Source: an optimization exercise on an open RTL-to-GDS flow (aim: small area, a short achievable clock period and few clock cycles). Production flows keep margins and buffers that such runs may drop.
RTL that was checked went through simulation tests only; none was proved equivalent to the original.
No functional check of the RTL was part of runs 4 to 8.
Power is estimated from default activity; no workload was simulated.

**design.v**
```verilog
module cache_ctrl #(
   parameter int ADDR_W      = 10,
   parameter int NUM_BLOCKS  = 4,
   parameter int BLOCK_WORDS = 4,
   parameter int CNT_W       = 16
) (
   input  logic                      clk,
   input  logic                      rst_n,
   input  logic                      cpu_req_valid,
   output logic                      cpu_req_ready,
   input  logic                      cpu_we,
   input  logic [ADDR_W-1:0]         cpu_addr,
   input  logic [31:0]               cpu_wdata,
   output logic                      cpu_resp_valid,
   output logic [31:0]               cpu_rdata,
   output logic                      mem_req,
   output logic                      mem_we,
   output logic [ADDR_W-1:0]         mem_addr,
   output logic [32*BLOCK_WORDS-1:0] mem_wdata,
   input  logic [32*BLOCK_WORDS-1:0] mem_rdata,
   input  logic                      mem_done,
   output logic [CNT_W-1:0]          hit_cnt,
   output logic [CNT_W-1:0]          miss_cnt
);
   localparam int TAG_W  = ADDR_W - 6;
   localparam int LINE_W = 32 * BLOCK_WORDS;
   logic [NUM_BLOCKS-1:0] valid_arr;
   logic [NUM_BLOCKS-1:0] dirty_arr;
   logic [TAG_W-1:0]      tag_arr  [NUM_BLOCKS];
   logic [LINE_W-1:0]     data_arr [NUM_BLOCKS];
   logic             r_v;
   logic             r_hit;
   logic [TAG_W-1:0] r_tag;
   logic [1:0]       r_idx;
   logic [1:0]       r_word;
   logic             r_we;
   logic [31:0]      r_wdata;
   logic             rdy;
   logic [TAG_W-1:0] mem_tag;
   logic [TAG_W-1:0] in_tag;
   logic [1:0]       in_idx;
   logic             in_hit;
   logic             in_victim_dirty;
   logic             rd_open;
   logic             rd_done;
   logic             wb_done;
   logic             accept;
   logic             unused_addr_bits;
   assign unused_addr_bits = ^cpu_addr[1:0];
   assign in_tag = cpu_addr[ADDR_W-1:6];
   assign in_idx = cpu_addr[5:4];
   assign in_hit          = valid_arr[in_idx] && (tag_arr[in_idx] == in_tag);
   assign in_victim_dirty = valid_arr[in_idx] && dirty_arr[in_idx];
   assign rd_open = mem_req && !mem_we;
   assign rd_done = rd_open && mem_done;
   assign wb_done = mem_req && mem_we && mem_done;
   assign cpu_req_ready = rdy || rd_done;
   assign accept        = cpu_req_valid && cpu_req_ready;
   assign mem_addr = {mem_tag, r_idx, 4'h0};
   assign mem_wdata = data_arr[r_idx];
   always_ff @(posedge clk or negedge rst_n) begin
      if (!rst_n) begin
         rdy            <= 1'b1;
         r_v            <= 1'b0;
         mem_req        <= 1'b0;
         mem_we         <= 1'b0;
         cpu_resp_valid <= 1'b0;
         valid_arr      <= '0;
         dirty_arr      <= '0;
         hit_cnt        <= '0;
         miss_cnt       <= '0;
      end else begin
         r_v            <= accept;
         cpu_resp_valid <= (r_v && r_hit) || rd_done;
         if (wb_done) mem_we <= 1'b0;
         if (rd_done) begin
            mem_req <= 1'b0;
            rdy     <= 1'b1;
         end
         if (accept) begin
            if (in_hit) begin
               if (cpu_we) dirty_arr[in_idx] <= 1'b1;
            end else begin
               valid_arr[in_idx] <= 1'b1;
               dirty_arr[in_idx] <= cpu_we;
               mem_req           <= 1'b1;
               mem_we            <= in_victim_dirty;
               rdy               <= 1'b0;
            end
         end
         if (r_v) begin
            if (r_hit) begin
               if (hit_cnt != {CNT_W{1'b1}}) hit_cnt <= hit_cnt + CNT_W'(1);
            end else begin
               if (miss_cnt != {CNT_W{1'b1}}) miss_cnt <= miss_cnt + CNT_W'(1);
            end
         end
      end
   end
   always_ff @(posedge clk) begin
      if (accept) begin
         r_hit   <= in_hit;
         r_tag   <= in_tag;
         r_idx   <= in_idx;
         r_word  <= cpu_addr[3:2];
         r_we    <= cpu_we;
         r_wdata <= cpu_wdata;
         if (!in_hit) begin
            tag_arr[in_idx] <= in_tag;
            mem_tag         <= in_victim_dirty ? tag_arr[in_idx] : in_tag;
         end
      end else if (wb_done) begin
         mem_tag <= r_tag;
      end
   end
   logic [31:0] wsrc [BLOCK_WORDS];
   logic [BLOCK_WORDS-1:0] wsel_mem;
   logic [BLOCK_WORDS-1:0] wen;
   always_comb begin
      for (int w = 0; w < BLOCK_WORDS; w++) begin
         wsel_mem[w] = rd_open && !(r_we && r_word == 2'(w));
         wsrc[w]     = wsel_mem[w] ? mem_rdata[32*w +: 32] : r_wdata;
         wen[w]      = rd_open || (r_v && r_hit && r_we && r_word == 2'(w));
      end
   end
   always_ff @(posedge clk) begin
      for (int l = 0; l < NUM_BLOCKS; l++) begin
         for (int w = 0; w < BLOCK_WORDS; w++) begin
            if (r_idx == 2'(l) && wen[w]) data_arr[l][32*w +: 32] <= wsrc[w];
         end
      end
   end
   always_ff @(posedge clk) begin
      if (rd_open) cpu_rdata <= mem_rdata[{r_word, 5'd0} +: 32];
      else         cpu_rdata <= data_arr[r_idx][{r_word, 5'd0} +: 32];
   end
endmodule
```
**run.sh**
```bash
#!/bin/bash
# synth_recipe.tcl (not shown) runs the flow's synth.tcl, then flattens the netlist and writes it again
# the make line also repeats each setting of config.mk as NAME=value (left out here)
make -C /OpenROAD-flow-scripts/flow DESIGN_CONFIG=/design/flow/config.mk WORK_HOME=/design/flow/orfs CLKGATE_MAP_FILE= SYNTH_SCRIPT=/design/flow/synth_recipe.tcl finish
```
**config.mk**
```make
export PLATFORM = sky130hd
export DESIGN_NAME = cache_ctrl
export DESIGN_NICKNAME = cache_ctrl
export VERILOG_FILES = /design/flow/design.v
export SDC_FILE = /design/flow/constraint.sdc
export NUM_CORES = 4
export LEC_CHECK = 0
export ABC_CLOCK_PERIOD_IN_PS = 2000
export CAP_MARGIN = 20
export CORE_MARGIN = 2
export CORE_UTILIZATION = 40
export SETUP_SLACK_MARGIN = 2.0
export SLEW_MARGIN = 20
```
**constraint.sdc**
```tcl
create_clock -name core_clock -period 4.0 [get_ports {clk}]
set_input_delay 0.8000 -clock core_clock [delete_from_list [all_inputs] [get_ports {clk}]]
set_output_delay 0.8000 -clock core_clock [all_outputs]
set_load 0.01 [all_outputs]
```
==> results of run 1 <==
-- kinds of logic (layout without fill, tap and decap cells) --
| logic type | Yosys count | count (layout) | share of synthesized area, % |
|---|---|---|---|
| flops | 651 | 651 | 70.48 |
| mux | 343 | 343 | 22.56 |
| compound gates | 37 | 37 | 0.9651 |
| other cells | 1 | 5 | 0.01391 |
| fa+ha+maj | 7 | 7 | 0.3248 |
| xor+xnor | 30 | 30 | 0.9744 |
| simple gates | 186 | 191 | 3.183 |
| buf+inv | 78 | 833 | 1.499 |
-- timing repair --
| item | 4_1_cts | 5_1_grt |
|---|---|---|
| cloned | 46 | 23 |
| resized for setup | 1149 | 327 |
| buffers inserted | 175 | 41 |
| pin swaps | 36 | 25 |
| endpoints found under the setup margin | 1305 | 1167 |
-- state kept, by name, summed over array words and instances, names as in the netlist, 2 cells and up --
register	flops
data_arr	512
cpu_rdata	32
r_wdata	32
hit_cnt	16
miss_cnt	16
tag_arr	16
dirty_arr	4
mem_tag	4
r_tag	4
valid_arr	4
r_idx	2
r_word	2
-- layout make-up --
| type | count | area (um^2) | area share (%) |
|---|---|---|---|
| Timing Repair Buffer | 697 | 8788 | 22.05 |
| Inverter | 6 | 25.02 | 0.06279 |
| Clock inverter | 34 | 356.6 | 0.8947 |
| Multi-Input combinational cell | 612 | 8591 | 21.55 |
| Sequential cell | 651 | 19030 | 47.74 |
| Antenna cell | 1 | 2.502 | 0.006279 |
| Tap cell | 873 | 1092 | 2.741 |
| Clock buffer | 96 | 1974 | 4.954 |
-- cell usage after synthesis (2+ instances only) --
master    number
a2111o_1       2
a21o_1         3
a21oi_1       11
a21oi_2        2
a31oi_1        5
and2_1         5
and3_1         7
and4_1         5
buf_1          7
buf_2         14
buf_4          5
buf_6         10
clkbuf_1      36
dfrtp_1       44
dfxtp_1       32
edfxtp_1     574
ha_1           7
inv_1          4
inv_2          2
mux2_1        93
mux2_2        46
mux2i_1        6
mux4_2       198
nand2_1      102
nand2b_1       4
nand3_1        9
nand4_1       12
nand4b_1       2
nor2_1        24
nor2b_1        2
nor3_1         8
o21ai_1        5
or2_1          2
xnor2_1       20
xor2_1        10
-- stage by stage --
stage,utilization [%],hold slack [ns]
2_1_floorplan,-,0.4227
3_3_place_gp,48.01,0.4424
3_5_place_dp,48.01,0.4475
4_1_cts,56.89,0.3908
5_1_grt,59.55,0.2381
6_report,59.56,0.2031
-- routing by layer --
metal  part of all wire, %  up-vias  wire, um
met2                    49      995     46510
met1                    39     9105     37000
met3                   8.7      177      8313
met4                   4.1       14      3957
li1                      -     6916         -
met5                 0.098        -        94
-- worst register-to-register path, cell delays in order, from the launching register on --
cell	delay, ns
edfxtp_1	0.39
buf_6	0.12
buf_12	0.14
buf_12	0.16
buf_16	0.15
mux4_2	0.55
buf_6	0.14
buf_6	0.10
mux4_2	0.46
mux2_4	0.27
-- final timing paths --
| check | start | to | slack (ns) | cells after the start |
|---|---|---|---|---|
| setup / recovery | r_idx[0] | mem_wdata[59] | 0.82 | 7 |
| max in group asynchronous | rst_n | mem_req | 3.32 | 1 |
| hold / removal | rst_n | miss_cnt[11] | 0.20 | 1 |
| min in group core_clock | valid_arr[1] | valid_arr[1] | 0.46 | 1 |
| setup reg to reg | r_idx[0] | cpu_rdata[10] | 1.41 | 9 |
| hold reg to reg | valid_arr[1] | valid_arr[1] | 0.46 | 1 |
-- power by group through the flow --
stage | clock network (uW) | logic (uW) | registers [uW]
2_1_floorplan | 0 | 4520 | 10300
3_3_place_gp | 0 | 8170 | 10300
3_5_place_dp | 0 | 8290 | 10400
4_1_cts | 6680 | 11300 | 10200
5_1_grt | 6950 | 13500 | 10400
6_report | 6600 | 13100 | 10300
-- layout by cell type (no fill, tap or decap), drive strengths merged, types with 2 or more instances in the layout --
cell           instances
nand2                104
xor2                  10
clkdlybuf4s50        168
a31oi                  5
nor3                   9
or2                    2
clkinv                24
nand4b                 2
and3                   7
nor2                  26
conb                   4
mux2                 139
o311ai                 2
o21ai                  5
xnor2                 20
a2111o                 2
buf                  482
mux4                 198
edfxtp               574
a21oi                 14
and4                   5
clkbuf               123
ha                     7
mux2i                  6
nor2b                  2
inv                    8
clkdlybuf4s15         18
dfrtp                 44
and2                   7
a21o                   3
nand4                 12
nand2b                 5
bufinv                 7
nand3                  9
dfxtp                 32
dlygate4sd2            2
==> flow_metrics.tcl, run 1 <==
set metrics [dict create \
    netSwitchingPower_uw 9585 \
    swShare_pct 32.03 \
    io_buffers 374 \
    fin_area_um2 39860 \
    outcome "timing/DRC/antenna clean" \
    first_global_vias 17360 \
    layout-drive-gt1-share_pct 49.57 \
    end_kind "primary output" \
    wl_per_cell_um 32.28 \
    ir_drop_uv 540.0 \
    cts_tree "yes" \
    floorplan.rows 95 \
    cts_max_level 3 \
    worstPathRequired_ns 3.20 \
    dp_worst_setup_slack_ns 0.5440 \
    die_y_um 263.6 \
    clkLatencyLatePin_ns 0.62 \
    cts-root-buf "clkbuf_16" \
    avgSynthCellArea_um2 20.23 \
    post-place-cells 2554 \
    yosysSeqAreaShare_pct 70.48 \
    arrival_ns 2.38 \
    skew_ns 0.03123 \
    critical_path.top_delay_family "buffers and inverters" \
    drv_slew 0 \
    ios 381 \
    critPathKind "reg -> out" \
    path_cells "buf_6 > buf_16 > buf_12 > buf_16 > buf_4 > mux4_2 > buf_6" \
    vias 17210 \
    power_frac_seq_pct 34.3 \
    numCtsBuffers 71 \
    place_hpwl_um 51900 \
    yosysWarnings 3 \
    grt_util_met2_pct 42.89 \
    path_max_fanout 8 \
    ys_ff_latch 651 \
    track_usage_pct 25.88 \
    antenna_found_initial 8 \
    syn_inst 1333 \
    grt_overflow 0 \
    p_int_uw 20340 \
    drtIter0Drc 1869 \
    synthTopCellsByArea "edfxtp_1, mux4_2, dfrtp_1" \
    grt_use_met1_pct 33.66 \
    rsz0062_at_grt "true" \
    yosysTopAreaCell "edfxtp_1" \
    power_density_nw_per_um2 750.9 \
    viasPerCell 5.794 \
    dr.pass1.iters 7 \
    worstHoldPathType "in -> async" \
    fmax_ghz 0.3149 \
    tns_ns 0 \
    crit_buf_inv 6 \
    critPathSlowestCell "mux4_2" \
    worst_pin_slew_ns 0.7272 \
    core_um2 66920 \
    cts_sinks 651 \
    gp_congestion 0.8815 \
    crit_path_start_kind "flop" \
    min_period_over_period_pct 79.40 \
    slowest_delay_ns 0.46 \
    die_area_um2 69510 \
    p_leak_uw 0.01480 \
    wl_um 95880 \
    period_needed_ns 3.176 \
    synth-edff-count 574 \
    clock_path_buffers 3 \
    hold_viol 0 \
    synthFlopType "edfxtp_1" \
    die_w_um 263.6 \
    path_clk_slew_ns 0.06 \
    grt.busiest_layer "met2" \
    synth_cell_types 50 \
    p_comb_share_pct 43.7 \
    synthArstFlopShare_pct 6.912 \
    area_growth_pct 47.80 \
    fin_nets 2221 \
    detail-route-antenna-nets 0 \
    grt_use_met3_pct 5.622 \
    syn-cell-area_um2 26970 \
    grt_max_degree 62 \
    fin_cells 2970 \
    drc_errors 0 \
    initial_core_util_pct 40.30 \
    fillers 4804 \
    hold_buffers 0 \
    grt_pass1_wl_um 126300 \
    place_area_um2 32130 \
    setup_viol 0 \
    relSlewSlack_pct 51.52 \
    setup_slack_ns 0.8241 \
    power.total_uw 29930 \
    drv_cap 0 \
    synth_top_area_share_pct 63.92 \
    clkPwrFrac_pct 22.1 \
]
Testbench counts, summed over its fixed seeds: cycles 33,730.
==> run 2: changes to the inputs <==
--- a/config.mk
+++ b/config.mk
@@ -7,3 +7,2 @@
 export LEC_CHECK = 0
-export ABC_CLOCK_PERIOD_IN_PS = 2000
 export CAP_MARGIN = 20
@@ -11,3 +10,3 @@
 export CORE_UTILIZATION = 40
-export SETUP_SLACK_MARGIN = 2.0
+export SETUP_SLACK_MARGIN = 1.5
 export SLEW_MARGIN = 20
==> run 2 against run 1 <==
Against the previous run: critical path depth decreased by 2; cell area shrank 12%; sequential share of layout area rose by 6.3 points; clock power decreased by 3.9%; still clean.
==> flow_metrics.tcl, run 2 <==
set metrics [dict create \
    fin_util_pct 52.60 \
    relSlewSlack_pct 32.81 \
    synthFlopType "edfxtp_1" \
    fin_nets 2025 \
    critPathSlowestCell "mux4_2" \
    whs_ns 0.2077 \
    yosysTopAreaCell "edfxtp_1" \
    gp_congestion 0.7839 \
    min_period_over_period_pct 79.84 \
    detail-route-antenna-nets 0 \
    area_growth_pct 30.54 \
    initial_core_util_pct 40.30 \
    largest_reg_flops 512 \
    cts_sinks 651 \
    hold_viol 0 \
    ir_drop_uv 388.8 \
    wl_per_cell_um 29.72 \
    crit_path_start_kind "flop" \
    fillers 5334 \
    grt_overflow 0 \
    place_hpwl_um 52800 \
    path_max_fanout 9 \
    avgSynthCellArea_um2 20.23 \
    wl_um 82510 \
    rsz0062_at_grt "true" \
    skew_ns 0.02845 \
    p_leak_uw 0.01232 \
    cts_tree "yes" \
    dr.pass1.iters 7 \
    top_register "data_arr" \
    timing.rr.end "cpu_rdata[8]" \
    drv_slew 0 \
    path_clk_slew_ns 0.06 \
    final_cell_mix "edfxtp_1, clkdlybuf4s50_1, mux4_2" \
    fmax_ghz 0.3131 \
    reg2reg_from "r_idx[0]" \
    largestRegisters "data_arr (512), cpu_rdata (32), r_wdata (32)" \
    critPathLaunch "r_idx[0]" \
    drc_errors 0 \
    antenna_found_initial 12 \
    dp_worst_setup_slack_ns 0.5727 \
    worstHoldPathType "in -> async" \
    ys_ff_latch 651 \
    multi_input_area_um2 7819 \
    viasPerCell 5.589 \
    numCtsBuffers 71 \
    synth_top_family_by_area "multiplexers" \
    die_area_um2 69510 \
    worst_pin_slew_ns 1.003 \
    synth_top_area_share_pct 63.92 \
    worstPathRequired_ns 3.20 \
    r2r_slack_ns 1.55 \
    synthSimpleGateAreaFrac_pct 3.183 \
    synthTopCellsByArea "edfxtp_1, mux4_2, dfrtp_1" \
    ios 381 \
    cts_max_level 3 \
    clock_path_buffers 3 \
    yosysMostFrequentCell "edfxtp_1" \
    yosysSeqAreaShare_pct 70.48 \
    synthArstFlopShare_pct 6.912 \
    arrival_ns 2.39 \
    tns_ns 0 \
    end_kind "primary output" \
    core_um2 66920 \
    syn_inst 1333 \
    path_cells "buf_12 > buf_6 > buf_4 > mux4_2 > dlygate4sd2_1" \
    io_buffers 374 \
    die_y_um 263.6 \
    cts-root-buf "clkbuf_16" \
    drv_cap 0 \
    die_w_um 263.6 \
    synth_common_cells "edfxtp_1, mux4_2, nand2_1" \
    setup_viol 0 \
    synthAdderAreaFrac_pct 0.3248 \
    grt_pass1_wl_um 115800 \
    first_global_vias 16040 \
    power_density_nw_per_um2 716.4 \
    floorplan.rows 95 \
    synth_cell_types 50 \
    drtIter0Drc 1334 \
    synth_xor_area_share_pct 0.9744 \
    clkLatencyLatePin_ns 0.61 \
    syn-cell-area_um2 26970 \
    critPathKind "reg -> out" \
    outcome "timing/DRC/antenna clean" \
    synth-edff-count 574 \
    yosysWarnings 3 \
    track_usage_pct 23.52 \
    grt_max_degree 57 \
    vias 15520 \
    setup_slack_ns 0.8064 \
    reg2reg_depth 7 \
    layout-drive-gt1-share_pct 29.54 \
    hold_buffers 0 \
    critical_path.top_delay_family "buffers and inverters" \
    seqCellArea_um2 19010 \
    crit_buf_inv 4 \
    final_common_cell "edfxtp_1" \
    period_needed_ns 3.194 \
    synth_mux_area_share_pct 22.56 \
    synth_compound_area_share_pct 0.9651 \
    slowest_delay_ns 0.57 \
]
run 2: cell counts after synthesis:
Identical to the previous run, type by type.
run 2: cell families after synthesis:
kind of cell    after synthesis
flops                       651
buf+inv                      78
other cells                   1
compound gates               37
fa+ha+maj                     7
simple gates                186
xor+xnor                     30
mux                         343
run 2: where the power goes:
part	total (uW)	internal [uW]	leakage [uW]	switching, uW
Combinational	8640	3740	0.00512	4900
Sequential	10200	9730	0.00612	501
Clock	6340	3710	0.00108	2630
run 2: how the worst max path moves through the flow:
| stage | to | cells past startpoint |
|---|---|---|
| final | mem_wdata[63] | 5 |
| after global routing | mem_wdata[4] | 5 |
| after CTS | mem_wdata[4] | 5 |
| after detailed placement | tag_arr[1][3] | 6 |
| after global placement | tag_arr[1][3] | 6 |
| after floorplan | data_arr[0][100] | 5 |
run 2: layout make-up:
type,instances,area share (%)
Tap cell,873,3.103
Timing Repair Buffer,504,14.22
Antenna cell,4,0.02844
Multi-Input combinational cell,609,22.21
Clock inverter,27,0.7465
Sequential cell,651,54.00
Clock buffer,102,5.613
Inverter,6,0.08175
run 2: layer usage:
metal | vias up | track usage [%] | wire length, um
met5 | - | 0 | 69
met4 | 12 | 7.892 | 2313
met3 | 122 | 4.293 | 6069
met2 | 632 | 39.11 | 41210
met1 | 8252 | 31.32 | 32850
li1 | 6498 | - | -
run 2: through the flow:
step,total power [uW],std cells,instance area (um^2)
after floorplan,14560,1336,27010
after global placement,18540,2555,32090
after detailed placement,18720,2555,32090
after CTS,25330,2738,34930
after global routing,26200,2776,35200
final,25220,2776,35200
run 2: timing repair:
item,in CTS,in global routing
cloned,10,3
hold endpoints to repair,0,0
resized for setup,213,100
setup endpoints to repair,1124,326
setup buffers,44,31
pin swaps,11,1
==> run 3: changes to the inputs <==
--- a/config.mk
+++ b/config.mk
@@ -10,3 +10,2 @@
 export CORE_UTILIZATION = 40
-export SETUP_SLACK_MARGIN = 1.5
 export SLEW_MARGIN = 20
==> run 3 against run 2 <==
Against the previous run: worst hold slack better by 0.013 ns; via count down 3.4%; critical path depth is 2 lower; cell area down 2.4%; cell count is 3.5% lower; global-route usage fell by 0.97 points; sequential share of layout area is 1.3 points higher; critical path type unchanged; critical endpoint is now mem_wdata[70].
==> flow_metrics.tcl, run 3 <==
set metrics [dict create \
    synthSimpleGateAreaFrac_pct 3.183 \
    netSwitchingPower_uw 7721 \
    cts-root-buf "clkbuf_16" \
    die_area_um2 69510 \
    die_y_um 263.6 \
    synthArstFlopShare_pct 6.912 \
    relSlewSlack_pct 33.40 \
    reg2reg_from "mem_req" \
    wl_per_cell_um 29.17 \
    viasPerCell 5.595 \
    hold_buffers 0 \
    cts_tree "yes" \
    r2r_slack_ns 0.88 \
    yosysMostFrequentCell "edfxtp_1" \
    worstPathRequired_ns 3.20 \
    reg2reg_depth 4 \
    critPathKind "reg -> out" \
    fin_nets 1939 \
    floorplan.rows 95 \
    grt_pass1_wl_um 111400 \
    numCtsBuffers 71 \
    area_growth_pct 27.36 \
    drtIter0Drc 1357 \
    detail-route-antenna-nets 0 \
    synth_xor_area_share_pct 0.9744 \
    top_register "data_arr" \
    vias 15000 \
    antenna_found_initial 11 \
    ios 381 \
    final_cell_mix "edfxtp_1, clkdlybuf4s50_1, mux4_2" \
    path_max_fanout 36 \
    hold_viol 0 \
    outcome "timing/DRC/antenna clean" \
    die_w_um 263.6 \
    path_clk_slew_ns 0.06 \
    clkPwrFrac_pct 25.2 \
    core_um2 66920 \
    critPathLaunch "r_idx[0]" \
    clkLatencyLatePin_ns 0.60 \
    p_comb_share_pct 33.5 \
    io_buffers 374 \
    fin_cells 2680 \
    setup.worst_path.end "mem_wdata[70]" \
    wl_um 78170 \
    synth_top_area_share_pct 63.92 \
    layout-drive-gt1-share_pct 22.87 \
    track_usage_pct 22.54 \
    grt_overflow 0 \
    drv_cap 0 \
    swShare_pct 31.14 \
    rsz0062_at_grt "false" \
    largest_reg_flops 512 \
    timing.rr.end "data_arr[0][97]" \
    yosysSeqAreaShare_pct 70.48 \
    synth_mux_area_share_pct 22.56 \
    skew_ns 0.02023 \
    period_needed_ns 3.720 \
    synth_top_family_by_area "multiplexers" \
    p_int_uw 17070 \
    clock_path_buffers 3 \
    setup_viol 0 \
    yosysWarnings 3 \
    drc_errors 0 \
    synthTopCellsByArea "edfxtp_1, mux4_2, dfrtp_1" \
    power_frac_seq_pct 41.3 \
    gp_congestion 0.7997 \
    power_density_nw_per_um2 721.9 \
    synth_compound_area_share_pct 0.9651 \
    worst_pin_slew_ns 0.9958 \
    cts_max_level 3 \
    crit_path_start_kind "flop" \
    dr.pass1.iters 5 \
    place_hpwl_um 52020 \
    avgSynthCellArea_um2 20.23 \
    ir_drop_uv 412.0 \
    syn_inst 1333 \
    grt_max_degree 95 \
    post_cts_buffers 0 \
    yosysTopAreaCell "edfxtp_1" \
    end_kind "primary output" \
    cts_resized 0 \
    final_common_cell "edfxtp_1" \
    synth_common_cells "edfxtp_1, mux4_2, nand2_1" \
    drv_slew 0 \
    synthFlopType "edfxtp_1" \
    synthAdderAreaFrac_pct 0.3248 \
    initial_core_util_pct 40.30 \
    synth_cell_types 50 \
    p_leak_uw 0.01152 \
    cts_sinks 651 \
    largestRegisters "data_arr (512), cpu_rdata (32), r_wdata (32)" \
    tns_ns 0 \
    ys_ff_latch 651 \
    worstHoldPathType "in -> async" \
    arrival_ns 2.92 \
    fmax_ghz 0.2688 \
    min_period_over_period_pct 93.01 \
    synth-edff-count 574 \
    first_global_vias 15710 \
    fin_util_pct 51.32 \
    post-place-cells 2557 \
    syn-cell-area_um2 26970 \
]
==> run 3: worst min path at each step <==
stage	end	slack, ns	cells after the start
after CTS	miss_cnt[7]	0.39	1
after global routing	miss_cnt[10]	0.25	1
after floorplan	valid_arr[3]	0.42	1
after detailed placement	valid_arr[2]	0.46	1
final	miss_cnt[10]	0.22	1
after global placement	valid_arr[2]	0.44	1
==> run 3: area by class of cell <==
type                    count  area, um^2
clock buffers              89        1897
inverters                   6       23.77
multi-input cells         607        7735
diodes                      1       2.502
fillers                  5360       32580
repair buffers            420        4312
flip-flops and latches    651       19000
well taps                 873        1092
clock inverters            33       277.8
==> run 3: cells by family after synthesis <==
family / count (synthesis)
DFF: 651
AOI/OAI and AO/OA: 37
xor gates and xnor gates: 30
and+or+nand+nor: 186
adders and majority gates: 7
other: 1
buffers and inverters: 78
muxes: 343
==> run 3: critical path: stages, from the launching register on <==
cell,delay (ns)
edfxtp_1,0.72
buf_12,0.35
mux4_2,0.60
clkdlybuf4s50_1,0.61
==> run 3: power groups by stage <==
stage / Sequential, uW / Clock [uW] / Combinational [uW]
after floorplan: 10300 / 0 / 4230
after global placement: 10300 / 0 / 8280
after detailed placement: 10400 / 0 / 8390
after CTS: 10300 / 6360 / 8430
after global routing: 10400 / 6640 / 8760
final: 10200 / 6240 / 8310
==> run 3: stage by stage <==
stage | cell area (um^2) | total power (uW) | setup WS, ns | hold slack [ns]
3_5_place_dp | 32160 | 18790 | 0.5930 | 0.4635
6_report | 34340 | 24790 | 0.2797 | 0.2207
5_1_grt | 34340 | 25770 | 0.1568 | 0.2518
2_1_floorplan | 26990 | 14560 | 0.2623 | 0.4227
3_3_place_gp | 32160 | 18600 | 0.5858 | 0.4434
4_1_cts | 34340 | 25070 | 0.1994 | 0.3901
==> run 3: layer usage <==
layer,GRT usage (%),routed length [um]
met1,29.10,31190
met2,38.42,39700
met3,5.154,5606
met4,6.100,1571
met5,0,103
==> run 4: changes to the inputs <==
--- a/design.v
+++ b/design.v
@@ -38,2 +38,3 @@
    logic             rdy;
+   logic [LINE_W-1:0] line_buf;
    logic [TAG_W-1:0] mem_tag;
@@ -59,3 +60,3 @@
    assign mem_addr = {mem_tag, r_idx, 4'h0};
-   assign mem_wdata = data_arr[r_idx];
+   assign mem_wdata = line_buf;
    always_ff @(posedge clk or negedge rst_n) begin
@@ -132,5 +133,23 @@
    end
+   logic             wb_open;
+   logic [1:0]       lb_idx;
+   logic [LINE_W-1:0] lb_line;
+   logic [BLOCK_WORDS-1:0] lb_byp;
+   assign wb_open = mem_req && mem_we;
+   assign lb_idx  = wb_open ? r_idx : in_idx;
+   assign lb_line = data_arr[lb_idx];
+   always_comb begin
+      for (int w = 0; w < BLOCK_WORDS; w++) begin
+         lb_byp[w] = (lb_idx == r_idx) &&
+                     (rd_open || (r_v && r_hit && r_we && r_word == 2'(w)));
+      end
+   end
+   always_ff @(posedge clk) begin
+      for (int w = 0; w < BLOCK_WORDS; w++) begin
+         line_buf[32*w +: 32] <= lb_byp[w] ? wsrc[w] : lb_line[32*w +: 32];
+      end
+   end
    always_ff @(posedge clk) begin
       if (rd_open) cpu_rdata <= mem_rdata[{r_word, 5'd0} +: 32];
-      else         cpu_rdata <= data_arr[r_idx][{r_word, 5'd0} +: 32];
+      else         cpu_rdata <= line_buf[{r_word, 5'd0} +: 32];
    end
==> run 4 against run 3 <==
Against the previous run: sequential share of layout area shrank 0.52 points; sequential power grew 22%; clock power grew 25%; synthesized area grew 16%; cell area grew 15%; wire length grew 12%; combinational power grew about 20%; synthesized cell count grew 18%; largest cell class unchanged; largest power group unchanged.
==> flow_metrics.tcl, run 4 <==
set metrics [dict create \
    post_cts_buffers 0 \
    ir_drop_uv 425.0 \
    drc_errors 0 \
    synth-edff-count 574 \
    vias 16690 \
    power_frac_seq_pct 41.1 \
    fin_nets 2191 \
    initial_core_util_pct 40.36 \
    final_cell_mix "edfxtp_1, clkdlybuf4s50_1, mux2_2" \
    power_density_nw_per_um2 766.6 \
    place_hpwl_um 58590 \
    relSlewSlack_pct 38.55 \
    viasPerCell 5.344 \
    yosysWarnings 3 \
    synth_top_area_share_pct 55.22 \
    io_buffers 374 \
    hold_buffers 0 \
    largest_reg_flops 512 \
    yosysSeqAreaShare_pct 69.10 \
    die_area_um2 80280 \
    cts_resized 0 \
    drv_slew 0 \
    grt_max_degree 46 \
    netSwitchingPower_uw 9257 \
    layout-drive-gt1-share_pct 34.21 \
    hold_viol 0 \
    wl_per_cell_um 28.05 \
    critPathLaunch "cpu_addr[5]" \
    critPathKind "in -> reg" \
    largestRegisters "data_arr (512), line_buf (128)" \
    synthTopCellsByArea "edfxtp_1, mux4_2, mux2_2" \
    skew_ns 0.02183 \
    synthArstFlopShare_pct 5.777 \
    fmax_ghz 0.3178 \
    detail-route-antenna-nets 0 \
    core_um2 77340 \
    min_period_over_period_pct 78.67 \
    r2r_slack_ns 1.19 \
    worstPathRequired_ns 4.51 \
    track_usage_pct 21.68 \
    tns_ns 0 \
    drv_cap 0 \
    synth_cell_types 56 \
    arrival_ns 3.66 \
    first_global_vias 17740 \
    gp_congestion 0.8243 \
    dr.pass1.iters 5 \
    cts-root-buf "clkbuf_16" \
    syn-cell-area_um2 31210 \
    numCtsBuffers 85 \
    p_leak_uw 0.01341 \
    clock_path_buffers 3 \
    path_clk_slew_ns 0.06 \
    worstHoldPathType "in -> async" \
    ios 381 \
    die_y_um 283.3 \
    die_w_um 283.3 \
    end_kind "flop" \
    yosysTopAreaCell "edfxtp_1" \
    floorplan.rows 102 \
    synth_common_cells "edfxtp_1, mux2_2, mux4_2" \
    synthFlopType "edfxtp_1" \
    outcome "timing/DRC/antenna clean" \
    cts_sinks 779 \
    p_int_uw 20910 \
    area_growth_pct 26.06 \
    syn_inst 1572 \
    setup_viol 0 \
    final_common_cell "edfxtp_1" \
    ys_ff_latch 779 \
    grt_pass1_wl_um 125100 \
    path_max_fanout 17 \
    swShare_pct 30.69 \
    clkPwrFrac_pct 25.9 \
    avgSynthCellArea_um2 19.86 \
    crit_path_start_kind "input pin" \
    top_register "data_arr" \
    reg2reg_from "r_word[1]" \
    yosysMostFrequentCell "edfxtp_1" \
    drtIter0Drc 1226 \
    setup_slack_ns 0.8533 \
    grt_overflow 0 \
    worst_pin_slew_ns 0.9175 \
    p_comb_share_pct 33.0 \
    cts_max_level 3 \
    period_needed_ns 3.147 \
    rsz0062_at_grt "false" \
    clkLatencyLatePin_ns 0.63 \
    antenna_found_initial 9 \
    dp_worst_setup_slack_ns 0.1982 \
    wl_um 87590 \
    cts_tree "yes" \
]
==> run 4: cell count changes in the layout (fill, tap and decap cells not counted), sizes merged, moves of 8 or more <==
cell / before / now
mux2: 139 / 290
dfxtp: 32 / 160
nand2: 102 / 39
clkbuf: 89 / 105
a21oi: 14 / 4
buf: 47 / 57
inv: 5 / 14
clkinvlp: 2 / 10
xor2: 10 / 18
==> run 4: power groups by stage <==
stage	Combinational (uW)	Clock, uW	Sequential, uW
2_1_floorplan	5160	0	12500
3_3_place_gp	9960	0	12500
3_5_place_dp	10100	0	12600
4_1_cts	10200	7980	12400
5_1_grt	10500	8260	12600
6_report	9970	7800	12400
==> run 4: worst paths after layout <==
check                                      to  cells past startpoint
min in group core_clock          valid_arr[2]                      1
max in group asynchronous        dirty_arr[2]                      1
worst min register to register   valid_arr[2]                      1
worst max register to register  cpu_rdata[23]                      4
worst max-delay path             line_buf[68]                      6
worst min-delay path               hit_cnt[4]                      1
==> run 4: stage by stage <==
| stage | std cells | hold slack [ns] | instance area [um^2] | utilization [%] | total power (uW) |
|---|---|---|---|---|---|
| CTS | 3121 | 0.3477 | 39340 | 50.86 | 30570 |
| finish | 3123 | 0.1730 | 39350 | 50.87 | 30160 |
| global route | 3121 | 0.1939 | 39340 | 50.87 | 31360 |
| global placement | 2962 | 0.4354 | 36530 | 47.24 | 22480 |
| detailed placement | 2962 | 0.4447 | 36530 | 47.24 | 22670 |
| floorplan | 1575 | 0.4227 | 31220 | - | 17690 |
==> run 4: per-layer routing <==
metal	wire, um	global-route usage [%]	share of wire, %
met1	33800	25.92	39
met2	44440	37.77	51
met3	6157	5.934	7.0
met4	3113	7.354	3.6
met5	82	0	0.094
==> run 4: final cells by class <==
class,count,area [um^2]
sequential,779,21570
clock buffer,105,2252
multi-input combinational,703,9305
timing repair buffer,430,4324
antenna,2,5.005
fill,6313,37990
tap,1040,1301
clock inverter,54,553.0
inverter,10,37.54
==> run 4: logic make-up (layout without fill, tap and decap cells) <==
group / after synthesis / after routing / synth area share, %
AOI/OAI and AO/OA: 37 / 37 / 0.8900
and+or+nand+nor: 125 / 125 / 1.984
xor gates and xnor gates: 35 / 35 / 1.006
DFF: 779 / 779 / 69.10
other: 1 / 6 / 0.01201
buffers and inverters: 93 / 599 / 1.744
adders and majority gates: 7 / 7 / 0.2806
muxes: 495 / 495 / 24.99
==> run 4: worst max-delay path, cell delays in order <==
cell,delay [ns]
clkdlybuf4s50_1,0.81
xor2_1,0.34
o21ai_1,0.67
o21ai_4,0.42
buf_12,0.30
mux2_2,0.29
==> run 5: changes to the inputs <==
--- a/config.mk
+++ b/config.mk
@@ -10,2 +10,3 @@
 export CORE_UTILIZATION = 40
+export SETUP_SLACK_MARGIN = 2.0
 export SLEW_MARGIN = 20
==> run 5 against run 4 <==
Against the previous run: wire length rose by 22%; synthesized cell count did not move; combinational power rose by 36%; critical path type is now reg -> reg; largest cell class unchanged.
==> flow_metrics.tcl, run 5 <==
set metrics [dict create \
    viasPerCell 5.547 \
    skew_ns 0.02978 \
    drtIter0Drc 1662 \
    vias 18520 \
    largestRegisters "data_arr (512), line_buf (128)" \
    synthFlopType "edfxtp_1" \
    area_growth_pct 39.08 \
    synth_common_cells "edfxtp_1, mux2_2, mux4_2" \
    antenna_found_initial 12 \
    syn_inst 1572 \
    ir_drop_uv 378.6 \
    worstPathRequired_ns 4.51 \
    synth_cell_types 56 \
    period_needed_ns 2.352 \
    ios 381 \
    seqCellArea_um2 21690 \
    fmax_ghz 0.4251 \
    layout-drive-gt1-share_pct 53.84 \
    first_global_vias 18710 \
    end_kind "flop" \
    gp_congestion 0.8435 \
    final_cell_mix "edfxtp_1, mux4_2, clkdlybuf4s50_1, buf_2, mux2_2" \
    min_period_over_period_pct 58.81 \
    dr.pass1.iters 5 \
    top_register "data_arr" \
    clkLatencyLatePin_ns 0.64 \
    synth-edff-count 574 \
    syn-cell-area_um2 31210 \
    arrival_ns 2.87 \
    initial_core_util_pct 40.36 \
    multi_input_area_um2 10000 \
    synthArstFlopShare_pct 5.777 \
    outcome "timing/DRC/antenna clean" \
    fin_area_um2 43410 \
    place_area_um2 36510 \
    io_buffers 374 \
    p_leak_uw 0.01612 \
    path_clk_slew_ns 0.06 \
    crit_path_start_kind "flop" \
    critPathKind "reg -> reg" \
    cts-root-buf "clkbuf_16" \
    fin_nets 2405 \
    final_common_cell "edfxtp_1" \
    die_y_um 283.3 \
    cts_sinks 779 \
    path_max_fanout 6 \
    die_area_um2 80280 \
    reg2reg_depth 9 \
    hold_viol 0 \
    rsz0062_at_grt "true" \
    yosysTopAreaCell "edfxtp_1" \
    wl_per_cell_um 31.90 \
    power_density_nw_per_um2 778.0 \
    grt_pass1_wl_um 140200 \
    fillers 5944 \
    cts_tree "yes" \
    worstHoldPathType "in -> async" \
    track_usage_pct 24.84 \
    clock_path_buffers 3 \
    tns_ns 0 \
    drv_slew 0 \
    grt_max_degree 46 \
    hold_buffers 0 \
    relSlewSlack_pct 60.07 \
    synthTopCellsByArea "edfxtp_1, mux4_2, mux2_2" \
    place_hpwl_um 58760 \
    ys_ff_latch 779 \
    setup_viol 0 \
    wl_um 106500 \
    numCtsBuffers 83 \
    grt_overflow 0 \
    drv_cap 0 \
    synth_top_area_share_pct 55.22 \
    yosysWarnings 3 \
    cts_max_level 3 \
    yosysSeqAreaShare_pct 69.10 \
    die_w_um 283.3 \
    avgSynthCellArea_um2 19.86 \
    detail-route-antenna-nets 0 \
    drc_errors 0 \
    floorplan.rows 102 \
    largest_reg_flops 512 \
    worst_pin_slew_ns 0.5990 \
    core_um2 77340 \
    yosysMostFrequentCell "edfxtp_1" \
]
[run 5: cell types whose count changed in the layout (fill, tap and decap cells not counted), sizes merged, moves of 2 or more]
cell	before	now
clkinvlp	10	5
clkdlybuf4s15	0	17
buf	57	428
bufbuf	0	3
clkbuf	105	134
clkdlybuf4s50	373	168
diode	2	4
clkinv	32	35
[run 5: final timing paths]
| check | startpoint | end | slack, ns |
|---|---|---|---|
| min in group core_clock | valid_arr[0] | valid_arr[0] | 0.46 |
| worst min register to register | valid_arr[0] | valid_arr[0] | 0.46 |
| worst min-delay path | rst_n | hit_cnt[4] | 0.17 |
| worst max-delay path | r_idx[0] | line_buf[3] | 1.65 |
| max in group asynchronous | rst_n | mem_req | 3.40 |
| worst max register to register | r_idx[0] | line_buf[3] | 1.65 |
[run 5: routing by layer]
metal | global-route usage (%) | wire (um) | vias to the layer above
li1 | - | - | 7717
met1 | 31.36 | 42160 | 9763
met2 | 40.00 | 50300 | 849
met3 | 6.715 | 9077 | 168
met4 | 11.60 | 4842 | 18
met5 | 0 | 114 | -
[run 5: cell type report]
| class | count | share of cell area, % |
|---|---|---|
| Timing Repair Buffer | 645 | 17.50 |
| Clock inverter | 50 | 1.245 |
| Timing Repair inverter | 1 | 0.02018 |
| Sequential cell | 779 | 49.98 |
| Clock buffer | 106 | 5.076 |
| Multi-Input combinational cell | 703 | 23.04 |
| Tap cell | 1040 | 2.998 |
| Antenna cell | 4 | 0.02306 |
| Inverter | 10 | 0.1153 |
[run 5: where the power goes]
group,internal [uW],leakage (uW),total [uW],switching (uW)
combinational,7020,0.00760,13600,6540
sequential,11500,0.00718,12500,986
clock,4460,0.00134,7750,3290
[run 5: kinds of logic after synthesis]
group           synth area share (%)
compound gates                0.8900
xor+xnor                       1.006
fa+ha+maj                     0.2806
buf+inv                        1.744
flops                          69.10
mux                            24.99
other cells                  0.01201
simple gates                   1.984
[run 5: what timing repair did]
action                     in CTS  in global routing
pin swaps                      21                  9
resized for setup            1161                155
buffers inserted              107                 39
cloned                         45                 31
setup endpoints to repair    1443               1223
[run 5: critical path, stage by stage (launching register included)]
cell	delay [ns]
edfxtp_1	0.40
buf_6	0.14
buf_8	0.11
mux2i_4	0.15
buf_12	0.13
buf_16	0.14
buf_6	0.12
bufbuf_16	0.26
mux4_2	0.49
mux2_2	0.28
[run 5: through the flow]
stage / power [uW] / utilization [%] / setup slack (ns) / hold slack [ns] / instances
6_report: 33770 / 56.13 / 1.648 / 0.1690 / 3338
5_1_grt: 34880 / 56.12 / 1.590 / 0.1931 / 3335
4_1_cts: 32720 / 53.99 / 1.666 / 0.3466 / 3264
3_5_place_dp: 22640 / 47.21 / 0.3534 / 0.4507 / 2956
3_3_place_gp: 22440 / 47.21 / 0.3834 / 0.4491 / 2956
2_1_floorplan: 17830 / - / 1.419 / 0.4227 / 1575
==> run 6: changes to the inputs <==
==> flow/run.sh (new file) <==
#!/bin/bash
# Standard ORFS layout, but let the resizer swap cells across footprints
# (so the port buffers and other cells can be sized for speed).
set -euo pipefail
bash standard.sh MATCH_CELL_FOOTPRINT=0 finish > flow_make.log 2>&1
==> standard.sh (new file) <==
#!/bin/bash
# synth_recipe.tcl (not shown) runs the flow's synth.tcl, then flattens the netlist and writes it again
# the make line also repeats each setting of config.mk as NAME=value (left out here)
make -C /OpenROAD-flow-scripts/flow DESIGN_CONFIG=/design/flow/config.mk WORK_HOME=/design/flow/orfs CLKGATE_MAP_FILE= SYNTH_SCRIPT=/design/flow/synth_recipe.tcl "${@:-finish}"
removed: run.sh
==> run 6 against run 5 <==
Against the previous run: setup slack better by 0.038 ns; still clean on timing, DRC and antenna; clock-buffer cell count is 15 higher; sequential cell count stayed put; global-route usage is 0.54 points lower; critical path depth is 1 lower.
==> flow_metrics.tcl, run 6 <==
set metrics [dict create \
    synth_cell_types 56 \
    critPathLaunch "mem_we" \
    first_global_vias 18670 \
    cts_max_level 3 \
    initial_core_util_pct 40.36 \
    die_y_um 283.3 \
    drv_cap 0 \
    detail-route-antenna-nets 0 \
    wl_um 104700 \
    clkLatencyLatePin_ns 0.64 \
    grt_max_degree 46 \
    drtIter0Drc 1490 \
    yosysTopAreaCell "edfxtp_1" \
    synth_common_cells "edfxtp_1, mux2_2, mux4_2" \
    ir_drop_uv 381.8 \
    syn_inst 1572 \
    period_needed_ns 2.314 \
    ys_ff_latch 779 \
    fmax_ghz 0.4321 \
    synth-edff-count 574 \
    skew_ns 0.01875 \
    fin_area_um2 43080 \
    fillers 5992 \
    arrival_ns 2.82 \
    fin_util_pct 55.70 \
    grt_pass1_wl_um 138100 \
    seqCellArea_um2 21610 \
    final_common_cell "edfxtp_1" \
    drv_slew 0 \
    cts_tree "yes" \
    reg2reg_from "mem_we" \
    crit_top_cell "buf_12" \
    end_kind "flop" \
    outcome "timing/DRC/antenna clean" \
    gp_congestion 0.8069 \
    synthTopCellsByArea "edfxtp_1, mux4_2, mux2_2" \
    vias 18090 \
    viasPerCell 5.463 \
    wl_per_cell_um 31.61 \
    die_area_um2 80280 \
    grt_overflow 0 \
    core_um2 77340 \
    critPathKind "reg -> reg" \
    worstHoldPathType "in -> async" \
    numCtsBuffers 85 \
    synthArstFlopShare_pct 5.777 \
    place_area_um2 36530 \
    synthFlopType "edfxtp_1" \
    ios 381 \
    rsz0062_at_grt "true" \
    clock_path_buffers 3 \
    multi_input_area_um2 10110 \
    cts-root-buf "clkbuf_16" \
    floorplan.rows 102 \
    final_cell_mix "edfxtp_1, mux4_2, clkdlybuf4s50_1" \
    fin_nets 2381 \
    top_register "data_arr" \
    hold_viol 0 \
    min_period_over_period_pct 57.85 \
    avgSynthCellArea_um2 19.86 \
    io_buffers 374 \
    antenna_found_initial 11 \
    worst_pin_slew_ns 0.5834 \
    crit_buf_inv 4 \
    path_cells "nand2_4 > mux2i_4 > buf_12 > buf_12 > buf_6 > buf_12 > mux4_2 > mux2_2" \
    p_leak_uw 0.01671 \
    crit_path_start_kind "flop" \
    yosysWarnings 3 \
    critical_path.top_delay_family "multiplexers" \
    synth_top_area_share_pct 55.22 \
    layout-drive-gt1-share_pct 47.22 \
    dr.pass1.iters 5 \
    die_w_um 283.3 \
    relSlewSlack_pct 61.11 \
    largest_reg_flops 512 \
    track_usage_pct 24.30 \
    slowest_delay_ns 0.50 \
    path_clk_slew_ns 0.06 \
    tns_ns 0 \
    cts_sinks 779 \
    area_growth_pct 38.01 \
    yosysSeqAreaShare_pct 69.10 \
    yosysMostFrequentCell "edfxtp_1" \
    syn-cell-area_um2 31210 \
    largestRegisters "data_arr (512), line_buf (128)" \
    drc_errors 0 \
    place_hpwl_um 58220 \
    worstPathRequired_ns 4.51 \
    path_max_fanout 8 \
    critPathSlowestCell "mux4_2" \
    power_density_nw_per_um2 770.3 \
    setup_viol 0 \
]
-- run 6: worst paths after layout --
path                                end  slack (ns)  cells past startpoint
setup reg to reg           line_buf[85]        1.69                      8
min in group core_clock        r_idx[0]        0.45                      1
hold reg to reg            valid_arr[3]        0.46                      1
hold / removal              hit_cnt[10]        0.18                      1
setup / recovery           line_buf[85]        1.69                      8
max in group asynchronous        mem_we        3.39                      1
-- run 6: cell type report --
cell class                      instances  area share, %
Sequential cell                       779          50.16
Timing Repair Buffer                  620          16.93
Multi-Input combinational cell        703          23.46
Clock buffer                          121          5.679
Antenna cell                            2        0.01162
Clock inverter                         37         0.6361
Tap cell                             1040          3.021
Inverter                               10        0.09585
-- run 6: through the flow --
stage          worst slack, ns  hold WS, ns  total power [uW]  cells
2_1_floorplan            1.419       0.4227             17830   1575
3_3_place_gp            0.3516       0.4468             22450   2957
3_5_place_dp            0.3473       0.4440             22660   2957
4_1_cts                  1.652       0.3613             31950   3241
5_1_grt                  1.627       0.2046             34320   3310
6_report                 1.686       0.1847             33180   3312
-- run 6: logic make-up (layout without fill, tap and decap cells) --
group | after synthesis | after routing | synth area share (%)
buffers and inverters | 93 | 788 | 1.744
other | 1 | 6 | 0.01201
muxes | 495 | 495 | 24.99
AOI/OAI and AO/OA | 37 | 37 | 0.8900
and+or+nand+nor | 125 | 125 | 1.984
xor gates and xnor gates | 35 | 35 | 1.006
DFF | 779 | 779 | 69.10
adders and majority gates | 7 | 7 | 0.2806
-- run 6: worst register-to-register path, cell delays in order (launching register included) --
cell     delay, ns
dfrtp_2       0.46
nand2_4       0.12
mux2i_4       0.25
buf_12        0.18
buf_12        0.14
buf_6         0.10
buf_12        0.15
mux4_2        0.51
mux2_2        0.28
-- run 6: report_power, final --
part	internal, uW	switching [uW]	total [uW]
clock	4410	3200	7610
combinational	6860	6360	13200
sequential	11400	966	12400
total	22700	10500	33200
-- run 6: repair_timing --
| action | in CTS | in global routing |
|---|---|---|
| hold buffers | 0 | 0 |
| resized for setup | 571 | 194 |
| cloned | 34 | 36 |
| setup endpoints to repair | 1459 | 1104 |
| setup buffers | 92 | 33 |
| pin swaps | 11 | 11 |
-- run 6: routing by layer --
layer	track usage [%]	routed length, um	vias up
li1	-	-	7632
met1	30.19	41460	9544
met2	40.42	51450	746
met3	6.288	7719	154
met4	10.17	3963	18
met5	0	121	-
==> run 7: changes to the inputs <==
--- a/design.v
+++ b/design.v
@@ -138,3 +138,3 @@
    assign wb_open = mem_req && mem_we;
-   assign lb_idx  = wb_open ? r_idx : in_idx;
+   assign lb_idx  = in_idx;
    assign lb_line = data_arr[lb_idx];
@@ -147,4 +147,6 @@
    always_ff @(posedge clk) begin
-      for (int w = 0; w < BLOCK_WORDS; w++) begin
-         line_buf[32*w +: 32] <= lb_byp[w] ? wsrc[w] : lb_line[32*w +: 32];
+      if (!wb_open) begin
+         for (int w = 0; w < BLOCK_WORDS; w++) begin
+            line_buf[32*w +: 32] <= lb_byp[w] ? wsrc[w] : lb_line[32*w +: 32];
+         end
       end
==> run.sh (new file) <==
#!/bin/bash
# synth_recipe.tcl (not shown) runs the flow's synth.tcl, then flattens the netlist and writes it again
# the make line also repeats each setting of config.mk as NAME=value (left out here)
make -C /OpenROAD-flow-scripts/flow DESIGN_CONFIG=/design/flow/config.mk WORK_HOME=/design/flow/orfs CLKGATE_MAP_FILE= SYNTH_SCRIPT=/design/flow/synth_recipe.tcl finish
removed: flow/run.sh
removed: standard.sh
==> run 7 against run 6 <==
Against the previous run: wire length rose by 21%; first-iteration DRC count is 140% higher; sequential power down 27%; via count increased by 29%; sequential cell count unchanged; global-route usage rose by 4.1 points; cell area grew 5.5%; die area is 1.5% higher; register-to-register slack better by 0.04 ns; highest routed layer unchanged.
==> flow_metrics.tcl, run 7 <==
set metrics [dict create \
    period_needed_ns 2.278 \
    yosysMostFrequentCell "edfxtp_1" \
    track_usage_pct 28.42 \
    syn-cell-area_um2 31680 \
    clkLatencyLatePin_ns 0.64 \
    fmax_ghz 0.4390 \
    ios 381 \
    io_buffers 374 \
    yosysSeqAreaShare_pct 72.11 \
    largestRegisters "data_arr (512), line_buf (128)" \
    numCtsBuffers 83 \
    worst_pin_slew_ns 0.6804 \
    end_kind "flop" \
    wl_per_cell_um 32.74 \
    outcome "timing/DRC/antenna clean" \
    top_register "data_arr" \
    arrival_ns 2.65 \
    floorplan.rows 103 \
    initial_core_util_pct 40.24 \
    cts_sinks 779 \
    path_clk_slew_ns 0.06 \
    power_density_nw_per_um2 395.7 \
    p_leak_uw 0.01717 \
    power_frac_seq_pct 50.5 \
    synth_cell_types 50 \
    ys_ff_latch 779 \
    clock_path_buffers 3 \
    core_um2 78740 \
    cts-root-buf "clkbuf_16" \
    place_hpwl_um 64100 \
    grt_overflow 0 \
    vias 23350 \
    synthArstFlopShare_pct 5.777 \
    fin_nets 2916 \
    synth_common_cells "edfxtp_1, nand2_1, o21ai_0" \
    die_y_um 285.4 \
    first_global_vias 21660 \
    die_area_um2 81480 \
    worstPathRequired_ns 4.37 \
    drv_cap 0 \
    hold_viol 0 \
    syn_inst 1999 \
    tns_ns 0 \
    yosysTopAreaCell "edfxtp_1" \
    area_growth_pct 43.36 \
    critPathKind "reg -> reg" \
    gp_congestion 0.8883 \
    cts_max_level 3 \
    wl_um 126400 \
    die_w_um 285.4 \
    drc_errors 0 \
    viasPerCell 6.046 \
    final_cell_mix "edfxtp_1, buf_4, clkdlybuf4s50_1" \
    synth_top_area_share_pct 66.53 \
    setup_slack_ns 1.722 \
    netSwitchingPower_uw 3983 \
    grt_max_degree 78 \
    fillers 5952 \
    drv_slew 0 \
    grt_pass1_wl_um 163900 \
    drtIter0Drc 3635 \
    ir_drop_uv 329.0 \
    rsz0062_at_grt "true" \
    synthTopCellsByArea "edfxtp_1, mux2_2, mux4_2" \
    dp_worst_setup_slack_ns 0.2557 \
    p_comb_share_pct 6.6 \
    detail-route-antenna-nets 0 \
    antenna_found_initial 13 \
    min_period_over_period_pct 56.94 \
    largest_reg_flops 512 \
    path_max_fanout 7 \
    yosysWarnings 3 \
    final_common_cell "edfxtp_1" \
    p_int_uw 13990 \
    crit_path_start_kind "flop" \
    setup_viol 0 \
    worstHoldPathType "in -> async" \
    clkPwrFrac_pct 42.8 \
    dr.pass1.iters 9 \
    skew_ns 0.01925 \
    cts_tree "yes" \
    avgSynthCellArea_um2 15.85 \
    layout-drive-gt1-share_pct 42.45 \
    synthFlopType "edfxtp_1" \
    relSlewSlack_pct 54.64 \
    swShare_pct 22.16 \
    synth-edff-count 702 \
]
==> run 7: cell types whose count changed in the layout (fill, tap and decap cells not counted), moves of 45 or more <==
cell and change:
a222oi_1 +128, buf_6 +99, nor2_2 +45, a21oi_1 +60, dfxtp_1 -108, buf_4 +78
edfxtp_1 +128, nand2_1 +129, buf_2 +136, mux4_2 -129, o21ai_0 +127, mux2_2 -98
clkbuf_2 -90, dlymetal6s2s_1 -89
==> run 7: worst max-delay path, cell delays in order (launching register included) <==
cell	delay (ns)
dfrtp_2	0.40
nor2b_4	0.13
buf_4	0.13
buf_12	0.13
buf_12	0.14
buf_12	0.15
buf_16	0.16
o21ai_4	0.31
buf_12	0.17
clkbuf_16	0.18
a21oi_1	0.07
==> run 7: cell type report <==
class / instances / area, um^2 / share of cell area [%]
diodes: 11 / 27.53 / 0.06060
multi-input cells: 1082 / 9779 / 21.53
clock buffers: 100 / 2193 / 4.829
well taps: 1050 / 1314 / 2.892
inverters: 6 / 56.30 / 0.1240
flip-flops and latches: 779 / 22870 / 50.35
clock inverters: 54 / 513.0 / 1.129
repair inverters: 1 / 8.758 / 0.01928
repair buffers: 779 / 8661 / 19.07
==> run 7: timing repair <==
item                                    4_1_cts  5_1_grt
gates cloned                                 37       25
endpoints found under the setup margin     1472     1420
hold buffers                                  0        0
resized for setup                          1172      302
buffers inserted                            176      115
pin swaps                                    36       39
==> run 7: path summary, 6_finish.rpt <==
kind / cells past startpoint / from / slack (ns) / to
hold / removal: 2 / rst_n / 0.29 / valid_arr[2]
min in group core_clock: 1 / cpu_addr[5] / 0.46 / r_idx[1]
setup / recovery: 10 / mem_req / 1.72 / line_buf[76]
hold reg to reg: 1 / valid_arr[2] / 0.47 / valid_arr[2]
max in group asynchronous: 2 / rst_n / 3.21 / miss_cnt[7]
setup reg to reg: 10 / mem_req / 1.72 / line_buf[76]
==> run 7: power groups by stage <==
stage / Combinational (uW) / Sequential, uW / Clock [uW]
floorplan: 389 / 9220 / 0
global placement: 1080 / 9270 / 0
detailed placement: 1090 / 9260 / 0
CTS: 1120 / 9080 / 7740
global route: 1260 / 9080 / 8060
finish: 1190 / 9080 / 7700
==> run 7: cell families after synthesis <==
family                     count (synthesis)  share of synthesized area (%)
muxes                                    237                          10.90
and+or+nand+nor                          381                          5.003
other                                      1                        0.01184
AOI/OAI and AO/OA                        416                          8.786
buffers and inverters                    143                          1.915
xor gates and xnor gates                  33                         0.9122
DFF                                      779                          72.11
adders and majority gates                  9                         0.3554
==> run 7: routing by layer <==
layer  GRT usage (%)  vias up  wire, um
li1                -     9455         -
met1           38.37    11950     46310
met2           44.78     1664     58150
met3           6.523      273     15530
met4           11.18        6      6419
met5               0        -        46
==> run 7: stage by stage <==
step | std cells | total power [uW] | cell area [um^2] | hold slack [ns] | util (%)
floorplan | 2002 | 9608 | 31920 | 0.4277 | -
global placement | 3344 | 10350 | 37120 | 0.4438 | 47.14
detailed placement | 3344 | 10350 | 37120 | 0.4554 | 47.14
CTS | 3711 | 17940 | 42940 | 0.2839 | 54.53
global route | 3856 | 18390 | 45410 | 0.3300 | 57.67
finish | 3862 | 17980 | 45420 | 0.2902 | 57.69
==> run 8: changes to the inputs <==
==> flow/run.sh (new file) <==
#!/bin/bash
# Standard ORFS layout with two changes to how it is made:
#  * the resizer may swap cells across footprints (MATCH_CELL_FOOTPRINT=0);
#  * while the ports are buffered (global placement), delay cells are
#    don't-use, so the port buffers are plain buffers.
set -euo pipefail
here=$(pwd)
bash standard.sh synth > synth.log 2>&1
bash standard.sh PRE_GLOBAL_PLACE_TCL="$here/flow/gp_pre.tcl" MATCH_CELL_FOOTPRINT=0 finish > layout.log 2>&1
==> flow/gp_pre.tcl (new file) <==
# Keep delay cells out of the port buffers inserted in this step.
set_dont_use [get_lib_cells {sky130_fd_sc_hd__clkdlybuf4s* sky130_fd_sc_hd__dlygate* sky130_fd_sc_hd__dlymetal*}]
==> standard.sh (new file) <==
#!/bin/bash
# synth_recipe.tcl (not shown) runs the flow's synth.tcl, then flattens the netlist and writes it again
# the make line also repeats each setting of config.mk as NAME=value (left out here)
make -C /OpenROAD-flow-scripts/flow DESIGN_CONFIG=/design/flow/config.mk WORK_HOME=/design/flow/orfs CLKGATE_MAP_FILE= SYNTH_SCRIPT=/design/flow/synth_recipe.tcl "${@:-finish}"
removed: run.sh
==> run 8 against run 7 <==
Against the previous run: via count fell by 2.8%; highest routed layer unchanged; first-iteration DRC count shrank 15%; worst hold slack better by 0.035 ns; sequential power about the same; fmax decreased by 0.47%; critical path depth down 7; largest cell class unchanged; synthesized area unchanged; synthesized cell count did not move; utilization fell by 2.2 points.
==> flow_metrics.tcl, run 8 <==
set metrics [dict create \
    drv_cap 0 \
    ir_drop_uv 342.2 \
    layout-drive-gt1-share_pct 41.56 \
    synthFlopType "edfxtp_1" \
    relSlewSlack_pct 33.17 \
    timing.rr.end "cpu_rdata[4]" \
    viasPerCell 5.836 \
    outcome "timing/DRC/antenna clean" \
    worstPathRequired_ns 3.20 \
    cts-root-buf "clkbuf_16" \
    critical_path.top_delay_family "flip-flops" \
    tns_ns 0 \
    worst_pin_slew_ns 1.002 \
    cts_sinks 779 \
    place_hpwl_um 63110 \
    final_cell_mix "edfxtp_1, buf_1, buf_4" \
    fmax_ghz 0.4370 \
    skew_ns 0.04037 \
    post-place-cells 3351 \
    cts_tree "yes" \
    p_leak_uw 0.01640 \
    hold_buffers 0 \
    clock_path_buffers 3 \
    cts_max_level 3 \
    syn_inst 1999 \
    power_density_nw_per_um2 409.7 \
    largest_reg_flops 512 \
    vias 22700 \
    track_usage_pct 26.57 \
    drv_slew 0 \
    synthArstFlopShare_pct 5.777 \
    largestRegisters "data_arr (512), line_buf (128)" \
    final_common_cell "edfxtp_1" \
    slowest_delay_ns 0.43 \
    yosysSeqAreaShare_pct 72.11 \
    initial_core_util_pct 40.24 \
    hold_viol 0 \
    synth_cell_types 50 \
    grt_pass1_wl_um 155700 \
    period_needed_ns 2.289 \
    path_cells "nor2b_4 > a21o_1 > buf_2" \
    clkLatencyLatePin_ns 0.65 \
    fin_util_pct 55.48 \
    end_kind "primary output" \
    synthSimpleGateAreaFrac_pct 5.003 \
    fin_nets 2952 \
    synth_top_family_by_area "multiplexers" \
    ios 381 \
    min_period_over_period_pct 57.21 \
    die_w_um 285.4 \
    arrival_ns 1.49 \
    worstHoldPathType "in -> async" \
    top_register "data_arr" \
    synth_top_area_share_pct 66.53 \
    yosysMostFrequentCell "edfxtp_1" \
    crit_path_start_kind "flop" \
    yosysTopAreaCell "edfxtp_1" \
    detail-route-antenna-nets 0 \
    gp_congestion 0.9288 \
    synth_compound_area_share_pct 8.786 \
    wl_um 113900 \
    reg2reg_from "mem_we" \
    ys_ff_latch 779 \
    synth_mux_area_share_pct 10.90 \
    synthAdderAreaFrac_pct 0.3554 \
    r2r_slack_ns 1.71 \
    synth_common_cells "edfxtp_1, nand2_1, o21ai_0" \
    die_area_um2 81480 \
    syn-cell-area_um2 31680 \
    first_global_vias 21790 \
    numCtsBuffers 84 \
    yosysWarnings 3 \
    critPathSlowestCell "dfrtp_2" \
    core_um2 78740 \
    grt_max_degree 94 \
    path_max_fanout 3 \
    synth_xor_area_share_pct 0.9122 \
    fin_cells 3890 \
    antenna_found_initial 8 \
    drc_errors 0 \
    dr.pass1.iters 9 \
    crit_buf_inv 1 \
    path_clk_slew_ns 0.06 \
    drtIter0Drc 3077 \
    critPathKind "reg -> out" \
    synthTopCellsByArea "edfxtp_1, mux2_2, mux4_2" \
    die_y_um 285.4 \
    grt_overflow 0 \
    avgSynthCellArea_um2 15.85 \
    wl_per_cell_um 29.28 \
    io_buffers 374 \
    reg2reg_depth 8 \
    setup_viol 0 \
    synth-edff-count 702 \
    area_growth_pct 37.88 \
    critPathLaunch "mem_we" \
    rsz0062_at_grt "true" \
    floorplan.rows 103 \
]
==> run 8: cell types whose count changed in the layout (fill, tap and decap cells not counted), moves of 8 or more <==
cell,previous run,this run
clkdlybuf4s50_1,168,0
buf_2,138,8
nor2_1,48,39
diode_2,11,3
buf_1,0,218
clkbuf_2,9,131
clkbuf_1,14,22
buf_16,38,8
buf_12,76,59
buf_4,175,208
clkinv_2,26,14
==> run 8: worst max path at each step <==
stage / endpoint / slack, ns / depth (start not counted)
floorplan: mem_tag[0] / 1.52 / 7
global placement: tag_arr[1][0] / 0.65 / 6
detailed placement: tag_arr[3][3] / 0.60 / 6
CTS: cpu_req_ready / 1.67 / 3
global route: cpu_req_ready / 1.66 / 3
finish: cpu_req_ready / 1.71 / 3
==> run 8: logic make-up after synthesis <==
group                      after synthesis
other                                    1
muxes                                  237
xor gates and xnor gates                33
and+or+nand+nor                        381
DFF                                    779
buffers and inverters                  143
adders and majority gates                9
AOI/OAI and AO/OA                      416
==> run 8: layer usage <==
metal	part of all wire (%)	global-route usage (%)	wire, um
met3	11	6.475	12360
met1	38	35.33	43180
met2	48	42.83	54830
met5	0.072	0	82
met4	3.0	9.136	3456
==> run 8: what timing repair did <==
item	4_1_cts	5_1_grt
cloned	33	6
pin swaps	74	48
buffers inserted	251	91
setup endpoints to repair	1438	1124
gates resized for setup	556	283
==> run 8: area by class of cell <==
cell class	instances	area [um^2]
Multi-Input combinational cell	1082	9804
Timing Repair inverter	1	8.758
Inverter	6	52.55
Sequential cell	779	22860
Clock buffer	111	2265
Tap cell	1050	1314
Timing Repair Buffer	814	6902
Antenna cell	3	7.507
Clock inverter	44	471.7
Fill cell	6116	35050
==> run 8: worst register-to-register path: cells and delay by family (launching register included) <==
family                 cells  cell delay (ns)
and+or+nand+nor            1             0.14
DFF                        1             0.43
muxes                      2             0.86
buffers and inverters      5             0.73
==> run 8: power breakdown <==
group	leakage (uW)	total (uW)	switching [uW]	internal, uW
Combinational	0.00764	1080	581	502
Clock	0.00133	7750	3230	4520
Sequential	0.00743	9070	137	8930
==> run 8: per-stage QoR <==
stage	worst slack [ns]	power, uW	instance area (um^2)	hold WS (ns)
after floorplan	1.523	9608	31900	0.4277
after global placement	0.6469	10050	34670	0.4481
after detailed placement	0.5961	10060	34670	0.4541
after CTS	1.672	17880	41990	0.3047
after global routing	1.664	18350	43680	0.3239
final	1.711	17900	43690	0.3253

==> afterwards: timing with drivers on the ports <==
How much do the figures lean on ideal ports? The routed layouts below were timed once more, with nothing changed but the port constraints. Step 1: set_driving_cell puts a clkbuf_16 on clk and a buf_2 on each other input, an assumption about the parent block. Step 2 adds t to the input delays and takes it off the output delays; t is the mean of the earliest and latest rising clock arrival at the registers after step 1. Input paths then give back, and output paths get back, about the clock's delay inside the block. Three values: ideal ports, drivers, drivers and shift; two values: the first two.
run	t (ns)	setup slack, ns	worst setup path at the end	latest minus earliest clock arrival (ns)	pins driven straight from the clock port
run 1	0.672	0.824 / 0.757 / 1.189	input to register	0.032 / 0.031	1
run 2	0.658	0.806 / 0.742 / 0.949	input to register	0.034 / 0.034	1
run 3	0.651	0.280 / 0.215 / 0.579	input to register	0.022 / 0.021	1
run 4	0.680	0.853 / 0.892 / 0.212	input to register	0.023 / 0.023	1
run 5	0.691	1.648 / 1.645 / 1.321	input to register	0.037 / 0.037	1
run 6	0.690	1.686 / 1.623 / 1.357	input to register	0.023 / 0.024	1
run 7	0.691	1.722 / 1.673 / 1.207	input to register	0.022 / 0.021	1
run 8	0.695	1.711 / 1.647 / 1.250	input to register	0.043 / 0.043	1
After both steps every run listed still meets setup and hold. The setup slack of run 4, which loses most, moves by +0.039 ns with the drivers and by -0.641 ns with both steps.
